Source: an optimization exercise on an open RTL-to-GDS flow (aim: small area). Production flows keep margins and buffers that such runs may drop. Function was checked by simulation only, so behaviour that the tests miss may differ from the original.

## main
Design adc_dc_remover, start of the top module:
module adc_dc_remover
#(
  parameter int unsigned NCH      = 16,
  parameter int unsigned W        = DefW,
  parameter int unsigned AVG_LOG2 = DefAvgLog2
) (
  input  logic              CLK_20M,
  input  logic              RESET_n,
  input  logic              DIN_VALID,
  input  logic [NCH*W-1:0]  DIN,
  input  logic [NCH-1:0]    BYPASS,
  input  logic              MEAN_HOLD,
  output logic              DOUT_VALID,
  output logic [NCH*W-1:0]  DOUT,
  output logic [NCH*W-1:0]  MEAN_OUT,
  output logic              MEAN_UPDATE
);
  logic [AVG_LOG2-1:0] cnt_q;
  logic                win_first, win_last, mean_ld;
  logic                s1_valid_q, dout_valid_q, mean_update_q;
  always_comb begin
    win_first = ~|cnt_q;
    win_last  = &cnt_q;
    mean_ld   = DIN_VALID & win_last & ~MEAN_HOLD;
  end
  always_ff @(posedge CLK_20M or negedge RESET_n) begin
    if (!RESET_n) begin
      cnt_q         <= '0;
      s1_valid_q    <= 1'b0;
      dout_valid_q  <= 1'b0;
      mean_update_q <= 1'b0;
    end else begin
      if (DIN_VALID) cnt_q <= cnt_q + AVG_LOG2'(1);
      s1_valid_q    <= DIN_VALID;
      dout_valid_q  <= s1_valid_q;
      mean_update_q <= mean_ld;
    end
  end
  for (genvar k = 0; k < NCH; k++) begin : g_chan
    adc_dc_chan #(
      .W        (W),
      .AVG_LOG2 (AVG_LOG2)
    ) u_chan (
      .clk       (CLK_20M),
      .rst_n     (RESET_n),
      .din_valid (DIN_VALID),
      .win_first (win_first),
      .mean_ld   (mean_ld),
      .bypass    (BYPASS[k]),
      .din       (DIN[k*W +: W]),
      .dout      (DOUT[k*W +: W]),
      .mean      (MEAN_OUT[k*W +: W])
    );
  end
  assign DOUT_VALID  = dout_valid_q;
  assign MEAN_UPDATE = mean_update_q;
endmodule
==> flow/config.mk <==
export PLATFORM = sky130hd
export DESIGN_NAME = adc_dc_remover
export DESIGN_NICKNAME = adc_dc_remover
export VERILOG_FILES = /design/flow/design.v
export SDC_FILE = /design/flow/constraint.sdc
export NUM_CORES = 4
export LEC_CHECK = 0
export CAP_MARGIN = 20
export CORE_MARGIN = 2
export CORE_UTILIZATION = 75
export SLEW_MARGIN = 20
==> flow/constraint.sdc <==
create_clock -name core_clock -period 10.0 [get_ports {CLK_20M}]
set_input_delay 2.0000 -clock core_clock [delete_from_list [all_inputs] [get_ports {CLK_20M}]]
set_output_delay 2.0000 -clock core_clock [all_outputs]
set_load 0.01 [all_outputs]
standard.sh (not shown) runs the stock make flow with config.mk's settings and CLKGATE_MAP_FILE= SYNTH_SCRIPT=/design/flow/synth_recipe.tcl, a recipe that flattens the netlist after the stock synthesis.
==> flow/flow/run.sh <==
#!/bin/bash
# Standard ORFS layout with these changes: the port buffers are the smallest buffer (buf_1);
# after floorplanning every cell is swapped to the smallest cell of its family (downsize.tcl),
# and the later repair steps upsize only what timing needs; the clock tree uses clkbuf_8 with
# sink clusters of 18 and no dummy loads. All tool output is in run_standard.log and orfs/logs.
set -euo pipefail
HERE=$(pwd)
CTS="-sink_clustering_enable -repair_clock_nets -dont_use_dummy_load -buf_list sky130_fd_sc_hd__clkbuf_8 -sink_clustering_size 18 -sink_clustering_max_diameter 60"
bash standard.sh \
  "BUFFER_PORTS_ARGS=-buffer_cell sky130_fd_sc_hd__buf_1" \
  "CTS_ARGS=$CTS" \
  "POST_FLOORPLAN_TCL=$HERE/flow/downsize.tcl" \
  finish > run_standard.log 2>&1
==> flow/flow/downsize.tcl <==
# Swap every standard cell for the smallest-area cell of the same function family
# (same name up to the drive-strength suffix); later repair steps upsize what timing needs.
set db [ord::get_db]
set small [dict create]
foreach lib [$db getLibs] {
  foreach m [$lib getMasters] {
    set n [$m getName]
    if {![regexp {^(sky130_fd_sc_hd__[a-z0-9]+)_([0-9]+)$} $n -> base drv]} continue
    if {[regexp {clkbuf|clkinv|clkdly|dlygate|dlymetal|probe|lpflow|tap|fill|decap|conb} $base]} continue
    set a [expr {[$m getWidth] * [$m getHeight]}]
    if {![dict exists $small $base] || $a < [lindex [dict get $small $base] 1]} {
      dict set small $base [list $n $a]
    }
  }
}
set cnt 0
foreach inst [[ord::get_db_block] getInsts] {
  set n [[$inst getMaster] getName]
  if {![regexp {^(sky130_fd_sc_hd__[a-z0-9]+)_([0-9]+)$} $n -> base drv]} continue
  if {![dict exists $small $base]} continue
  lassign [dict get $small $base] to a
  set cur [expr {[[$inst getMaster] getWidth] * [[$inst getMaster] getHeight]}]
  if {$a < $cur} {
    replace_cell [$inst getName] $to
    incr cnt
  }
}
puts "downsize: replaced $cnt instances"
The flow did not stop early for main: all stages ran, and the layout cleared the timing, DRC and antenna checks.
Setup changes, main to the feature branch
Settings: changing CORE_UTILIZATION from 75 to 65.
--- a/flow/flow/run.sh
+++ b/flow/flow/run.sh
@@ -4,6 +4,6 @@
 # and the later repair steps upsize only what timing needs; the clock tree uses clkbuf_8 with
-# sink clusters of 18 and no dummy loads. All tool output is in run_standard.log and orfs/logs.
+# sink clusters of 20 and no dummy loads. All tool output is in run_standard.log and orfs/logs.
 set -euo pipefail
 HERE=$(pwd)
-CTS="-sink_clustering_enable -repair_clock_nets -dont_use_dummy_load -buf_list sky130_fd_sc_hd__clkbuf_8 -sink_clustering_size 18 -sink_clustering_max_diameter 60"
+CTS="-sink_clustering_enable -repair_clock_nets -dont_use_dummy_load -buf_list sky130_fd_sc_hd__clkbuf_8 -sink_clustering_size 20 -sink_clustering_max_diameter 60"
 bash standard.sh \
Results
The final critical-path share of the clock period in the feature branch was lower than what main gave.
The post-layout minimum cycle time in the feature branch sits 0.029 ns below the value recorded for main.
The feature branch vs main: final hold slack down in the feature branch
Summary: with main as the reference, maximum net fanout on the critical path in the feature branch moved down by more than a quarter.
Compared with main, in the feature branch worst relative slew slack rose by 5.3 points; wire length shows an increase of 1.4%.
Going from main to the feature branch, the core utilization was found to have gone down by 10 points.
Of the feature branch and main, it is the feature branch that has the lower diode insertion count for antenna repair.
Setup slack delta for the feature branch relative to main: 0.029 ns higher

re-timing with driven ports:
No port has a modelled driver above. Below, the same layouts with a new extraction and two added sets of constraints. Step 1 (the two cells are an assumption about what drives the block):
set clk [get_ports {CLK_20M}]
set_driving_cell -lib_cell sky130_fd_sc_hd__clkbuf_16 $clk
set_driving_cell -lib_cell sky130_fd_sc_hd__buf_2 [delete_from_list [all_inputs] $clk]
Step 2, shift: input delay + t, output delay - t, t = (earliest + latest rising clock arrival at the registers) / 2. This alone moves slack from input paths to output paths. a / b / c = no drivers / after step 1 / after step 2; a / b = the first two.
run	shift t [ns]	slack for setup (ns)	worst data-port slew with drivers (ns)
main	0.741	0.256 / 0.277 / -0.464	0.16
the feature branch	0.753	0.285 / 0.316 / -0.437	0.15
With both steps, setup timing fails in main and the feature branch, where it was met with ideal ports. For the feature branch, which loses most, drivers alone change the setup slack by +0.031 ns; drivers and shift together by -0.722 ns.
